Context: an optimization exercise on an open-source flow, tuned for small area, a short achievable clock period and few clock cycles. The choices shown serve that exercise and are no tape-out recipe. Only simulation tests tie the RTL to the original design; equivalence was not proved. Power figures rest on the tool's default switching activity, not on a simulated workload.

## JK
## multi_button_debouncer_unit
module multi_button_debouncer_unit (
	input  logic                          clk,
	input  logic                          arst_n,
	input  logic [mbd_pkg::S_TDATA_W-1:0] s_tdata,
	input  logic                          s_tvalid,
	output logic                          s_tready,
	output logic [mbd_pkg::M_TDATA_W-1:0] m_tdata,
	output logic                          m_tlast,
	output logic                          m_tvalid,
	input  logic                          m_tready,
	input  logic                          psel,
	input  logic                          penable,
	input  logic                          pwrite,
	input  logic [mbd_pkg::PADDR_W-1:0]   paddr,
	input  logic [mbd_pkg::PDATA_W-1:0]   pwdata,
	output logic [mbd_pkg::PDATA_W-1:0]   prdata,
	output logic                          pready
);
clock: 8.0 ns
lec_check: 0
cap_margin: 20
core_margin: 2
core_utilization: 40
cts_cluster_diameter: 80
cts_cluster_size: 24
setup_slack_margin: 5.0
slew_margin: 20
synth_hierarchical: 1
standard.sh (not shown) runs the stock make flow with config.mk's settings and CLKGATE_MAP_FILE= SYNTH_SCRIPT=/design/flow/synth_recipe.tcl, a recipe that flattens the netlist after the stock synthesis.
==> flow/flow/run.sh <==
#!/bin/bash
# The standard synthesis and layout, with plain buffers (buf_2) on the ports instead
# of the delay cells that port buffering picks by default; every port is still buffered
set -euo pipefail
bash standard.sh synth > synth.log 2>&1
bash standard.sh "BUFFER_PORTS_ARGS=-buffer_cell sky130_fd_sc_hd__buf_2" finish > layout.log 2>&1
Testbench counts of JK, summed over its fixed seeds: cycles 20,166.
#### Input delta (MS over JK)
diff --git a/flow/design.v b/flow/design.v
--- a/flow/design.v
+++ b/flow/design.v
@@ -75,67 +75,79 @@
 		end
 	end
 	assign held = held_q;
 endmodule
 module mbd_window (
 	input  logic [mbd_pkg::NOW_W-1:0]   now_ms,
 	input  logic [mbd_pkg::DELAY_W-1:0] debounce_ms,
 	output logic [15:0]                 lo_lo,
-	output logic                        lo_borrow,
-	output logic [15:0]                 dec_mask
+	output logic                        lo_borrow
 );
 	logic [15:0] a, b;
 	logic [15:0] g [5];
 	logic [15:0] p [5];
-	logic [15:0] z [5];
 	assign a = now_ms[15:0];
 	assign b = debounce_ms;
 	assign g[0] = {a[15:1] & ~b[15:1], a[0] | ~b[0]};
 	assign p[0] = ~(a ^ b);
-	assign z[0] = ~now_ms[31:16];
 	for (genvar l = 0; l < 4; l++) begin : g_lvl
 		localparam int S = 1 << l;
 		for (genvar i = 0; i < 16; i++) begin : g_bit
 			if ((i / S) % 2 == 1) begin : g_node
 				mbd_pfx u_pfx (
 					.g_hi (g[l][i]),
 					.p_hi (p[l][i]),
 					.g_lo (g[l][(i / S) * S - 1]),
 					.p_lo (p[l][(i / S) * S - 1]),
 					.g    (g[l+1][i]),
 					.p    (p[l+1][i])
 				);
-				mbd_and u_and (
-					.a (z[l][i]),
-					.b (z[l][(i / S) * S - 1]),
-					.y (z[l+1][i])
-				);
 			end else begin : g_pass
 				assign g[l+1][i] = g[l][i];
 				assign p[l+1][i] = p[l][i];
-				assign z[l+1][i] = z[l][i];
 			end
 		end
 	end
 	assign lo_lo     = p[0] ^ {g[4][14:0], 1'b1};
 	assign lo_borrow = ~g[4][15];
-	assign dec_mask  = {z[4][14:0], 1'b1};
 endmodule
 module mbd_pfx (
 	input  logic g_hi,
 	input  logic p_hi,
 	input  logic g_lo,
 	input  logic p_lo,
 	output logic g,
 	output logic p
 );
 	assign g = g_hi | (p_hi & g_lo);
 	assign p = p_hi & p_lo;
 endmodule
+module mbd_dec_mask (
+	input  logic [15:0] a,
+	output logic [15:0] mask
+);
+	logic [15:0] z [5];
+	assign z[0] = ~a;
+	for (genvar l = 0; l < 4; l++) begin : g_lvl
+		localparam int S = 1 << l;
+		for (genvar i = 0; i < 16; i++) begin : g_bit
+			if ((i / S) % 2 == 1) begin : g_node
+				mbd_and u_and (
+					.a (z[l][i]),
+					.b (z[l][(i / S) * S - 1]),
+					.y (z[l+1][i])
+				);
+			end else begin : g_pass
+				assign z[l+1][i] = z[l][i];
+			end
+		end
+	end
+	assign mask = {z[4][14:0], 1'b1};
+endmodule
 module mbd_and (
 	input  logic a,
 	input  logic b,
 	output logic y
 );
 	assign y = a & b;
 endmodule
 module multi_button_debouncer_unit (
@@ -180,17 +192,16 @@
 	logic [N-1:0]                pins_n;
 	logic [mbd_pkg::NOW_W-1:0]   now_ms;
 	logic                        load;
 	logic                        v1_q;
 	logic [N-1:0]                smp_q;
 	logic [mbd_pkg::NOW_W-1:0]   now_q;
 	logic [15:0]                 lo_lo_q;
 	logic                        borrow_q;
-	logic [15:0]                 mask_q;
 	logic [15:0]                 lo_lo;
 	logic                        lo_borrow;
 	logic [N-1:0]                a_q, b_q, c_q;
 	logic [N-1:0]                a_pr_q;
 	logic                        b_busy_q, c_busy_q;
 	logic                        b_busy_d;
 	logic                        rdy_q;
 	logic [N-1:0]                fire;
@@ -199,41 +210,43 @@
 	assign now_ms   = s_tdata[mbd_pkg::PIN_W +: mbd_pkg::NOW_W];
 	assign s_tready = rdy_q;
 	assign load     = s_tvalid && s_tready;
 	logic [15:0]                 dec_mask;
 	mbd_window u_window (
 		.now_ms      (now_ms),
 		.debounce_ms (debounce_q),
 		.lo_lo       (lo_lo),
-		.lo_borrow   (lo_borrow),
-		.dec_mask    (dec_mask)
+		.lo_borrow   (lo_borrow)
+	);
+	mbd_dec_mask u_dec_mask (
+		.a    (now_q[31:16]),
+		.mask (dec_mask)
 	);
 	always_ff @(posedge clk or negedge arst_n) begin
 		if (!arst_n) begin
 			v1_q <= 1'b0;
 		end else begin
 			v1_q <= load;
 		end
 	end
 	always_ff @(posedge clk) begin
 		smp_q    <= pins_n;
 		now_q    <= now_ms;
 		lo_lo_q  <= lo_lo;
 		borrow_q <= lo_borrow;
-		mask_q   <= dec_mask;
 	end
 	for (genvar k = 0; k < N; k++) begin : g_cell
 		mbd_cell u_cell (
 			.clk         (clk),
 			.arst_n      (arst_n),
 			.eval        (v1_q),
 			.sample_q    (smp_q[k]),
 			.now_q       (now_q),
-			.dec_mask    (mask_q),
+			.dec_mask    (dec_mask),
 			.lo_lo       (lo_lo_q),
 			.lo_borrow   (borrow_q),
 			.fire        (fire[k]),
 			.held        (held[k])
 		);
 	end
 	logic                        o_valid_q;
 	logic [mbd_pkg::IDX_W-1:0]   o_idx_q;
Notes after the runs:
MS finished all stages; the layout is clean.
MS ended up with a higher number of non-filler instances in the completed layout than JK did.
Total power per unit cell area sits lower in MS than in JK.
Between JK and MS, the final standard cell area without fillers is higher for MS.
Of the two values seen for start point of the critical path, lo_lo_q[8] was produced by JK and now_q[16] by MS.
Minimum clock period (lower): JK
Comparing JK and MS, the higher final worst-path setup slack is on JK.
Re count of final setup violators: no difference whatsoever between MS and JK.
Testbench counts of MS, summed over its fixed seeds: cycles 20,166.

separate check: timing with driven ports:
The flow's constraints put no driver on any port. The routed layouts listed below were extracted and timed again, unchanged, in two steps.
Step 1 (the two cells are an assumption about what drives the block):
set clk [get_ports {clk}]
set_driving_cell -lib_cell sky130_fd_sc_hd__clkbuf_16 $clk
set_driving_cell -lib_cell sky130_fd_sc_hd__buf_2 [delete_from_list [all_inputs] $clk]
Step 2 times the ports against the registers' clock, not the clock port: input delays grow and output delays shrink by t, the midpoint of the rising clock arrivals with the driver on.
Three values: no drivers, after step 1, after step 2; two values: the first two.
| run | shift t [ns] | setup slack, ns | worst hold slack (ns) | clock arrival spread, ns | worst slew at a driven data input, ns |
|---|---|---|---|---|---|
| JK | 0.661 | 4.985 / 4.985 / 4.562 | 0.508 / 0.508 / 0.508 | 0.020 / 0.020 | 0.07 |
| MS | 0.672 | 4.568 / 4.568 / 4.413 | 0.509 / 0.509 / 0.509 | 0.032 / 0.033 | 0.04 |
After both steps setup and hold are still met in every run listed. For JK, which loses most, drivers alone change the setup slack by 0.000 ns; drivers and shift together by -0.423 ns.
